This design comes from an exercise in tuning for small area on the open sky130 flow, not from production work. Only simulation tests tie the RTL to the original design; equivalence was not proved. No driver is modelled on the clock port, so clock power and skew are understated where the tree is cut down; a real chip needs a root buffer or a tree. No activity file was given, so power comes from the tool's default toggle rates.

==> run a <==
==> flow/design.v (excerpt) <==
module rb_window_stream #(
    parameter int PIXEL_WIDTH = 8,
    parameter int K           = 3,
    parameter int IMG_WIDTH   = 128,
    parameter int IMG_HEIGHT  = 128
) (
    input  logic                                 clk,
    input  logic                                 rst,
    input  logic                                 in_valid,
    output logic                                 in_ready,
    input  logic [PIXEL_WIDTH-1:0]               in_pixel,
    input  logic                                 in_sof,
    output logic                                 out_valid,
    input  logic                                 out_ready,
    output logic [K*PIXEL_WIDTH-1:0]             out_col,
    output logic [$clog2(IMG_WIDTH)-1:0]         out_x,
    output logic [$clog2(IMG_HEIGHT)-1:0]        out_y,
    output logic                                 out_eof
);
clock: 5.0 ns
lec_check: 0
cap_margin: 20
core_margin: 2
core_utilization: 75
gpl_timing_driven: 0
slew_margin: 20
standard.sh (not shown) runs the stock make flow with config.mk's settings and CLKGATE_MAP_FILE= SYNTH_SCRIPT=/design/flow/synth_recipe.tcl, a recipe that flattens the netlist after the stock synthesis.
==> flow/flow/run.sh <==
#!/bin/bash
# Standard layout (standard.sh), except:
# - the clock tree is built by hand (flow/cts_hook.tcl, flow/trees.tcl): the
#   flip-flops are split into 64 equal clusters, each driven by an inverter,
#   under 8 inverters and two levels of clock buffers, so every flip-flop sees
#   two inversions and the same number of stages;
# - the shift register's enable is buffered by hand (flow/resize_hook.tcl),
#   with placement not timing-driven so that it adds no buffers of its own;
# - each port gets the smallest buffer.
set -euo pipefail
export PRE_CTS_TCL="$PWD/flow/cts_hook.tcl"
export PRE_RESIZE_TCL="$PWD/flow/resize_hook.tcl"
export BUFFER_PORTS_ARGS="-buffer_cell sky130_fd_sc_hd__buf_1"
bash standard.sh > standard.log 2>&1
==> flow/flow/cts_hook.tcl <==
# Runs at the start of ORFS's cts.tcl: builds the clock tree by hand
# (flow/trees.tcl) and turns the CTS call that follows, and the cloning of
# clock inverters before it, into no-ops; the rest of the CTS step
# (legalisation, timing repair) runs as usual.
source [file join [file dirname [info script]] trees.tcl]
tr_clock clk {{64 sky130_fd_sc_hd__inv_12} {8 sky130_fd_sc_hd__inv_16} {2 sky130_fd_sc_hd__clkbuf_16} {1 sky130_fd_sc_hd__clkbuf_16}}
set_propagated_clock [all_clocks]
rename repair_clock_inverters ""
proc repair_clock_inverters {args} { puts "repair_clock_inverters skipped: tree built by flow/trees.tcl" }
rename clock_tree_synthesis ""
proc clock_tree_synthesis {args} { puts "clock_tree_synthesis skipped: tree built by flow/trees.tcl" }
==> flow/flow/resize_hook.tcl <==
# Runs before repair_design in ORFS's resize.tcl: buffers the shift register's
# enable (the net with the most sinks) by hand as 24 clusters under 3
# mid-level buffers (flow/trees.tcl), and keeps repair_design to the smaller
# buffers.
source [file join [file dirname [info script]] trees.tcl]
set_dont_use {sky130_fd_sc_hd__buf_6 sky130_fd_sc_hd__buf_8 sky130_fd_sc_hd__buf_12 sky130_fd_sc_hd__buf_16 sky130_fd_sc_hd__bufinv_8 sky130_fd_sc_hd__bufinv_16 sky130_fd_sc_hd__bufbuf_8 sky130_fd_sc_hd__bufbuf_16}
tr_fanout {{24 sky130_fd_sc_hd__buf_4} {3 sky130_fd_sc_hd__buf_4}}
Other scripts of this flow, unchanged in this note and not shown: flow/flow/trees.tcl
==> run b: changes against run a <==
--- a/flow/flow/run.sh
+++ b/flow/flow/run.sh
@@ -7,7 +7,10 @@
 # - the shift register's enable is buffered by hand (flow/resize_hook.tcl),
 #   with placement not timing-driven so that it adds no buffers of its own;
+# - synthesis's buffers are removed before placement (flow/place_hook.tcl),
+#   as timing-driven placement would do;
 # - each port gets the smallest buffer.
 set -euo pipefail
 export PRE_CTS_TCL="$PWD/flow/cts_hook.tcl"
+export PRE_GLOBAL_PLACE_TCL="$PWD/flow/place_hook.tcl"
 export PRE_RESIZE_TCL="$PWD/flow/resize_hook.tcl"
 export BUFFER_PORTS_ARGS="-buffer_cell sky130_fd_sc_hd__buf_1"
--- a/flow/flow/cts_hook.tcl
+++ b/flow/flow/cts_hook.tcl
@@ -4,5 +4,5 @@
 # (legalisation, timing repair) runs as usual.
 source [file join [file dirname [info script]] trees.tcl]
-tr_clock clk {{64 sky130_fd_sc_hd__inv_12} {8 sky130_fd_sc_hd__inv_16} {2 sky130_fd_sc_hd__clkbuf_16} {1 sky130_fd_sc_hd__clkbuf_16}}
+tr_clock clk {{64 sky130_fd_sc_hd__inv_12} {8 sky130_fd_sc_hd__inv_12} {2 sky130_fd_sc_hd__clkbuf_8} {1 sky130_fd_sc_hd__clkbuf_16}}
 set_propagated_clock [all_clocks]
 rename repair_clock_inverters ""
==> flow/flow/place_hook.tcl (new file) <==
# Runs at the start of ORFS's global_place.tcl, before the ports are buffered:
# removes the buffers that synthesis put in (timing-driven placement would do
# this itself; this flow's placement is not timing-driven).
remove_buffers
==> flow/flow/resize_hook.tcl (replaced) <==
# Runs before repair_design in ORFS's resize.tcl: buffers the shift register's
# enable (the net with the most sinks) by hand as 24 clusters, each driven by
# an inverter, under 3 inverters (flow/trees.tcl), and keeps repair_design to
# the smaller buffers.
source [file join [file dirname [info script]] trees.tcl]
set_dont_use {sky130_fd_sc_hd__buf_6 sky130_fd_sc_hd__buf_8 sky130_fd_sc_hd__buf_12 sky130_fd_sc_hd__buf_16 sky130_fd_sc_hd__bufinv_8 sky130_fd_sc_hd__bufinv_16 sky130_fd_sc_hd__bufbuf_8 sky130_fd_sc_hd__bufbuf_16}
tr_fanout {{24 sky130_fd_sc_hd__inv_4} {3 sky130_fd_sc_hd__inv_4}}
==> run c: changes against run a <==
--- a/flow/flow/resize_hook.tcl
+++ b/flow/flow/resize_hook.tcl
@@ -5,3 +5,3 @@
 source [file join [file dirname [info script]] trees.tcl]
 set_dont_use {sky130_fd_sc_hd__buf_6 sky130_fd_sc_hd__buf_8 sky130_fd_sc_hd__buf_12 sky130_fd_sc_hd__buf_16 sky130_fd_sc_hd__bufinv_8 sky130_fd_sc_hd__bufinv_16 sky130_fd_sc_hd__bufbuf_8 sky130_fd_sc_hd__bufbuf_16}
-tr_fanout {{24 sky130_fd_sc_hd__buf_4} {3 sky130_fd_sc_hd__buf_4}}
+tr_fanout {{24 sky130_fd_sc_hd__inv_4} {3 sky130_fd_sc_hd__inv_4}}
==> run d: changes against run a <==
==> flow/flow/run.sh (replaced) <==
#!/bin/bash
# Standard layout, except: the clock tree is built by hand as 104 balanced leaf
# clusters under 13 mid-level buffers and one root buffer (flow/cts_hook.tcl);
# the shift register's enable is buffered by hand (flow/resize_hook.tcl), with
# placement not timing-driven so that it adds no buffers of its own; and each
# port gets the smallest buffer.
set -euo pipefail
export PRE_CTS_TCL="$PWD/flow/cts_hook.tcl"
export PRE_RESIZE_TCL="$PWD/flow/resize_hook.tcl"
export BUFFER_PORTS_ARGS="-buffer_cell sky130_fd_sc_hd__buf_1"
bash standard.sh > standard.log 2>&1
--- a/flow/flow/cts_hook.tcl
+++ b/flow/flow/cts_hook.tcl
@@ -4,5 +4,5 @@
 # (legalisation, timing repair) runs as usual.
 source [file join [file dirname [info script]] trees.tcl]
-tr_clock clk {{64 sky130_fd_sc_hd__inv_12} {8 sky130_fd_sc_hd__inv_16} {2 sky130_fd_sc_hd__clkbuf_16} {1 sky130_fd_sc_hd__clkbuf_16}}
+tr_clock clk {{96 sky130_fd_sc_hd__inv_8} {12 sky130_fd_sc_hd__inv_16} {2 sky130_fd_sc_hd__clkbuf_16} {1 sky130_fd_sc_hd__clkbuf_16}}
 set_propagated_clock [all_clocks]
 rename repair_clock_inverters ""
==> out/results.md <==
• **number of DRC markers in iteration 0** 1743
• **cell type of the slowest stage on the worst timing path** a22oi_2
• **worst reg-to-reg setup slack** 1150 ps
• **combinational gate power** 0.471 mW
• **flip-flop and latch share of the layout cell area** 94.7%
• **number of logic stages on the critical path including buffering** 8
• **result of the run** finished clean
• **cell family with most CP delay** buffers and inverters
• **worst-path fanout max** 86
• **Hold Path Origin** sr[185][5]$_DFFE_PP_
• **Final min period** 3850 ps
• **critical path arrival** 4470 ps
• **Hold Crit Endpoint** sr[186][5]$_DFFE_PP_
the above is filed under run b

==> out/results.md <==
• **result of the run** finished clean
• **Final min period** 3520 ps
• **Hold Path Origin** sr[28][5]$_DFFE_PP_
• **number of logic stages on the critical path including buffering** 10
• **critical path arrival** 4080 ps
• **worst reg-to-reg setup slack** 1480 ps
• **cell type of the slowest stage on the worst timing path** buf_4
• **number of DRC markers in iteration 0** 1494
the above is filed under run a

==> out/results.md <==
• **cell type of the slowest stage on the worst timing path** buf_4
• **combinational gate power** 0.492 mW
• **worst-path fanout max** 86
• **Hold Path Origin** sr[213][5]$_DFFE_PP_
• **worst reg-to-reg setup slack** 1460 ps
• **cell family with most CP delay** buffers and inverters
• **Hold Crit Endpoint** sr[214][5]$_DFFE_PP_
• **result of the run** finished clean
• **number of logic stages on the critical path including buffering** 10
• **flip-flop and latch share of the layout cell area** 94.3%
• **Final min period** 3540 ps
the above is filed under run d

==> out/results.md <==
• **result of the run** finished clean
• **combinational gate power** 0.486 mW
• **worst-path fanout max** 8
• **Hold Crit Endpoint** sr[26][2]$_DFFE_PP_
• **worst reg-to-reg setup slack** 1710 ps
• **number of DRC markers in iteration 0** 1546
• **cell type of the slowest stage on the worst timing path** dfxtp_1
• **cell family with most CP delay** flip-flops
• **Final min period** 3310 ps
the above is filed under run c

In every run of this note, the design's own scripts or RTL, not TritonCTS, make the clock network.

* * *

==> inputs of yarrow <==
==> flow/design.v <==
module rb_window_stream #(
    parameter int PIXEL_WIDTH = 8,
    parameter int K           = 3,
    parameter int IMG_WIDTH   = 128,
    parameter int IMG_HEIGHT  = 128
) (
    input  logic                                 clk,
    input  logic                                 rst,
    input  logic                                 in_valid,
    output logic                                 in_ready,
    input  logic [PIXEL_WIDTH-1:0]               in_pixel,
    input  logic                                 in_sof,
    output logic                                 out_valid,
    input  logic                                 out_ready,
    output logic [K*PIXEL_WIDTH-1:0]             out_col,
    output logic [$clog2(IMG_WIDTH)-1:0]         out_x,
    output logic [$clog2(IMG_HEIGHT)-1:0]        out_y,
    output logic                                 out_eof
);
    localparam int XW    = $clog2(IMG_WIDTH);
    localparam int YW    = $clog2(IMG_HEIGHT);
    localparam int PW    = PIXEL_WIDTH;
    localparam int DEPTH = (K - 1) * IMG_WIDTH + 1;    
    localparam logic [XW-1:0] X_LAST = XW'(IMG_WIDTH - 1);
    localparam logic [YW-1:0] Y_LAST = YW'(IMG_HEIGHT - 1);
    localparam logic [YW-1:0] Y_PRIM = YW'(K - 1);
    logic              adv;
    logic              accept;
    logic              move;        
    logic              s1_valid_reg;
    logic              s1_sof_reg;
    logic [PW-1:0]     s1_pixel_reg;
    logic              out_full_reg;
    logic [XW-1:0]     out_x_reg;   
    logic [YW-1:0]     out_y_reg;
    logic [XW-1:0]     s1_x;
    logic [YW-1:0]     s1_y;
    logic [PW-1:0]     sr [DEPTH];
    assign adv    = !out_valid || out_ready;
    assign in_ready = adv && !rst;
    assign accept = in_valid && adv && !rst;
    assign move   = adv && s1_valid_reg;
    always_comb begin
        if (s1_sof_reg) begin
            s1_x = '0;
            s1_y = '0;
        end else if (out_x_reg == X_LAST) begin
            s1_x = '0;
            s1_y = (out_y_reg == Y_LAST) ? '0 : out_y_reg + YW'(1);
        end else begin
            s1_x = out_x_reg + XW'(1);
            s1_y = out_y_reg;
        end
    end
    always_ff @(posedge clk) begin
        if (accept) begin
            s1_pixel_reg <= in_pixel;
            s1_sof_reg   <= in_sof;
        end
    end
    always_ff @(posedge clk) begin
        if (move) begin
            sr[0] <= s1_pixel_reg;
            for (int i = 1; i < DEPTH; i++) sr[i] <= sr[i-1];
        end
    end
    always_ff @(posedge clk) begin
        if (rst) begin
            s1_valid_reg <= 1'b0;
            out_full_reg <= 1'b0;
            out_x_reg    <= X_LAST;
            out_y_reg    <= Y_LAST;
        end else begin
            if (adv) begin
                s1_valid_reg <= accept;
                out_full_reg <= s1_valid_reg;
            end
            if (move) begin
                out_x_reg <= s1_x;
                out_y_reg <= s1_y;
            end
        end
    end
    assign out_valid = out_full_reg && (out_y_reg >= Y_PRIM);
    assign out_x     = out_x_reg;
    assign out_y     = out_y_reg;
    assign out_eof   = (out_x_reg == X_LAST) && (out_y_reg == Y_LAST);
    generate
        for (genvar k = 0; k < K; k++) begin : g_col
            assign out_col[(K-1-k)*PW +: PW] = sr[k*IMG_WIDTH];
        end
    endgenerate
endmodule
==> flow/flow/run.sh <==
#!/bin/bash
# Standard layout, except: the clock tree is built by hand as 104 balanced leaf
# clusters under 13 mid-level buffers and one root buffer (flow/cts_hook.tcl);
# the shift register's enable is buffered by hand (flow/resize_hook.tcl), with
# placement not timing-driven so that it adds no buffers of its own; and each
# port gets the smallest buffer.
set -euo pipefail
export PRE_CTS_TCL="$PWD/flow/cts_hook.tcl"
export PRE_RESIZE_TCL="$PWD/flow/resize_hook.tcl"
export BUFFER_PORTS_ARGS="-buffer_cell sky130_fd_sc_hd__buf_1"
bash standard.sh > standard.log 2>&1
==> flow/flow/cts_hook.tcl <==
# Runs before clock_tree_synthesis in ORFS's cts.tcl: builds the clock tree by
# hand (flow/trees.tcl) and turns the CTS call that follows into a no-op; the
# rest of the CTS step (legalisation, timing repair) runs as usual.
source [file join [file dirname [info script]] trees.tcl]
tr_clock clk {{104 sky130_fd_sc_hd__clkbuf_8} {13 sky130_fd_sc_hd__clkbuf_8} {1 sky130_fd_sc_hd__clkbuf_16}}
set_propagated_clock [all_clocks]
rename clock_tree_synthesis ""
proc clock_tree_synthesis {args} { puts "clock_tree_synthesis skipped: tree built by flow/trees.tcl" }
==> flow/flow/resize_hook.tcl <==
# Runs before repair_design in ORFS's resize.tcl: buffers the shift register's
# enable (the net with the most sinks) by hand as 24 clusters under 3
# mid-level buffers (flow/trees.tcl), and keeps repair_design to the smaller
# buffers.
source [file join [file dirname [info script]] trees.tcl]
set_dont_use {sky130_fd_sc_hd__buf_6 sky130_fd_sc_hd__buf_8 sky130_fd_sc_hd__buf_12 sky130_fd_sc_hd__buf_16 sky130_fd_sc_hd__bufinv_8 sky130_fd_sc_hd__bufinv_16 sky130_fd_sc_hd__bufbuf_8 sky130_fd_sc_hd__bufbuf_16}
tr_fanout {{24 sky130_fd_sc_hd__buf_4} {3 sky130_fd_sc_hd__buf_4}}
==> flow/flow/trees.tcl <==
# Hand-built buffer trees. The sinks of a net are split by recursive bisection
# into equal-sized clusters, each driven by a buffer at its centre; the
# buffers of each level are grouped the same way under the next level's.

proc tr_split {items n} {
  # items: list of {iterm x y}; returns n groups of near-equal size, split
  # recursively across the wider side of their bounding box
  if {$n <= 1} { return [list $items] }
  set xs [lmap e $items {lindex $e 1}]; set ys [lmap e $items {lindex $e 2}]
  set dx [expr {[tcl::mathfunc::max {*}$xs] - [tcl::mathfunc::min {*}$xs]}]
  set dy [expr {[tcl::mathfunc::max {*}$ys] - [tcl::mathfunc::min {*}$ys]}]
  set k [expr {$dx >= $dy ? 1 : 2}]
  set s [lsort -real -index $k $items]
  set n1 [expr {$n / 2}]
  set h [expr {([llength $s] * $n1 + $n / 2) / $n}]
  return [concat [tr_split [lrange $s 0 [expr {$h-1}]] $n1] [tr_split [lrange $s $h end] [expr {$n - $n1}]]]
}

# Drive each group from a new buffer at the group's centre; returns the new
# buffers' inputs as the next level's items.
proc tr_level {groups master prefix sigtype} {
  set block [ord::get_db_block]
  set m [[ord::get_db] findMaster $master]
  set next {}
  set i 0
  foreach g $groups {
    set net [odb::dbNet_create $block "${prefix}_${i}_net"]
    $net setSigType $sigtype
    set buf [odb::dbInst_create $block $m "${prefix}_${i}"]
    foreach e $g {
      set it [lindex $e 0]
      if {[$it getNet] ne "NULL"} { $it disconnect }
      $it connect $net
    }
    [$buf findITerm X] connect $net
    set sx 0; set sy 0
    foreach e $g { set sx [expr {$sx + [lindex $e 1]}]; set sy [expr {$sy + [lindex $e 2]}] }
    set cx [expr {int($sx / [llength $g])}]; set cy [expr {int($sy / [llength $g])}]
    $buf setLocation $cx $cy
    $buf setPlacementStatus PLACED
    lappend next [list [$buf findITerm A] $cx $cy]
    incr i
  }
  return $next
}

proc tr_item {it} {
  set b [[$it getInst] getBBox]
  return [list $it [expr {([$b xMin]+[$b xMax])/2}] [expr {([$b yMin]+[$b yMax])/2}]]
}

# Build the tree for net's sinks (iterms); levels: list of {count master}
# from the leaves up. The top level's inputs go back on net.
proc tr_build {net sinks levels prefix sigtype} {
  set items [lmap it $sinks {tr_item $it}]
  puts "buffer tree $prefix: [llength $items] sinks on [$net getName]"
  set li 0
  foreach lv $levels {
    lassign $lv n master
    set items [tr_level [tr_split $items $n] $master "${prefix}_l${li}" $sigtype]
    puts "buffer tree $prefix: level $li, [llength $items] x $master"
    incr li
  }
  foreach e $items { [lindex $e 0] connect $net }
}

# The clock tree: every flip-flop's clock pin on the clock net.
proc tr_clock {clk_net_name levels} {
  set net [[ord::get_db_block] findNet $clk_net_name]
  set sinks {}
  foreach it [$net getITerms] {
    if {[[[$it getInst] getMaster] isSequential]} { lappend sinks $it }
  }
  tr_build $net $sinks $levels ct CLOCK
}

# The signal net with the most sinks (the shift register's enable).
proc tr_widest_net {} {
  set best NULL; set bn 0
  foreach net [[ord::get_db_block] getNets] {
    if {[$net getSigType] ne "SIGNAL"} { continue }
    set n [llength [$net getITerms]]
    if {$n > $bn} { set bn $n; set best $net }
  }
  return $best
}

proc tr_fanout {levels} {
  set net [tr_widest_net]
  set sinks {}
  foreach it [$net getITerms] {
    if {[$it getIoType] eq "INPUT"} { lappend sinks $it }
  }
  tr_build $net $sinks $levels ft SIGNAL
}
==> flow/standard.sh <==
#!/bin/bash
# synth_recipe.tcl (not shown) runs the flow's synth.tcl, then flattens the netlist and writes it again
# the make line also repeats each setting of config.mk as NAME=value (left out here)
make -C /OpenROAD-flow-scripts/flow DESIGN_CONFIG=/design/flow/config.mk WORK_HOME=/design/flow/orfs CLKGATE_MAP_FILE= SYNTH_SCRIPT=/design/flow/synth_recipe.tcl "${@:-finish}"
==> flow/config.mk <==
export PLATFORM = sky130hd
export DESIGN_NAME = rb_window_stream
export DESIGN_NICKNAME = rb_window_stream
export VERILOG_FILES = /design/flow/design.v
export SDC_FILE = /design/flow/constraint.sdc
export NUM_CORES = 4
export LEC_CHECK = 0
export CAP_MARGIN = 20
export CORE_MARGIN = 2
export CORE_UTILIZATION = 75
export GPL_TIMING_DRIVEN = 0
export SLEW_MARGIN = 20
==> flow/constraint.sdc <==
create_clock -name core_clock -period 5.0 [get_ports {clk}]
set_input_delay 1.0000 -clock core_clock [delete_from_list [all_inputs] [get_ports {clk}]]
set_output_delay 1.0000 -clock core_clock [all_outputs]
set_load 0.01 [all_outputs]
==> inputs of willow, as changes to yarrow <==
==> flow/flow/run.sh (replaced) <==
#!/bin/bash
# Standard layout, with the clock tree built from fewer, larger sink clusters and
# without dummy loads.
set -euo pipefail
export CTS_ARGS="-sink_clustering_enable -repair_clock_nets -sink_clustering_size 40 -sink_clustering_max_diameter 60 -buf_list sky130_fd_sc_hd__clkbuf_16 -dont_use_dummy_load"
bash standard.sh > standard.log 2>&1
Settings changed: CORE_UTILIZATION 75 to 60, GPL_TIMING_DRIVEN 0 to unset.
removed: flow/flow/cts_hook.tcl
removed: flow/flow/resize_hook.tcl
removed: flow/flow/trees.tcl
==> summary of the runs <==
- Of willow and yarrow, willow has the higher via count (gap 2.1%, measured against yarrow).
- Register-to-register slack: yarrow is worse than willow (0.29 ns).
- Between willow and yarrow, the lower fmax is in willow (gap 3.0%, measured against yarrow).
- In willow the sequential share of layout area is lower than in yarrow, by 3.9 points.
- Synthesized cell count is the same in willow and yarrow.
- Against willow, the power of yarrow is lower by about 11%.
- In area after synthesis, willow and yarrow do not differ.
- Die area: willow is higher than yarrow (25%).
- Between willow and yarrow, the lower utilization is in willow (gap 13 points).
- Of yarrow and willow, willow has the higher first-iteration DRC count (gap about 33%, measured against willow).
In yarrow the design's own scripts or RTL, not TritonCTS, make the clock network.

[static timing again, ports no longer ideal]
The results above use ideal ports. As a check the final layouts listed here were re-extracted and re-timed, cells and wires unchanged. Step 1 assumes that a clkbuf_16 drives the clock port and a buf_2 every other input. Step 2, shift: input delay + t, output delay - t, t = (earliest + latest rising clock arrival at the registers) / 2. This alone moves slack from input paths to output paths. Three values: ideal, step 1, step 2; two values: the first two.
| run | shift t [ns] | setup slack, ns | hold WS [ns] | worst setup path at the end |
|---|---|---|---|---|
| run a | 0.719 | 1.484 / 1.484 / 1.395 | 0.419 / 0.419 / 0.419 | input to register |
| run b | 0.794 | 1.153 / 1.153 / 0.818 | 0.419 / 0.374 / 0.419 | input to register |
| run c | 0.710 | 1.689 / 1.626 / 1.553 | 0.418 / 0.418 / 0.418 | input to register |
| run d | 0.772 | 1.465 / 1.465 / 1.389 | 0.417 / 0.401 / 0.417 | input to register |
| yarrow | 0.744 | 1.475 / 1.475 / 1.411 | 0.419 / 0.419 / 0.419 | input to register |
| willow | 0.782 | 1.366 / 1.296 / 1.151 | 0.392 / 0.392 / 0.392 | input to register |
After both steps every run listed still meets setup and hold. For run b, which loses most, drivers alone change the setup slack by 0.000 ns; drivers and shift together by -0.335 ns.
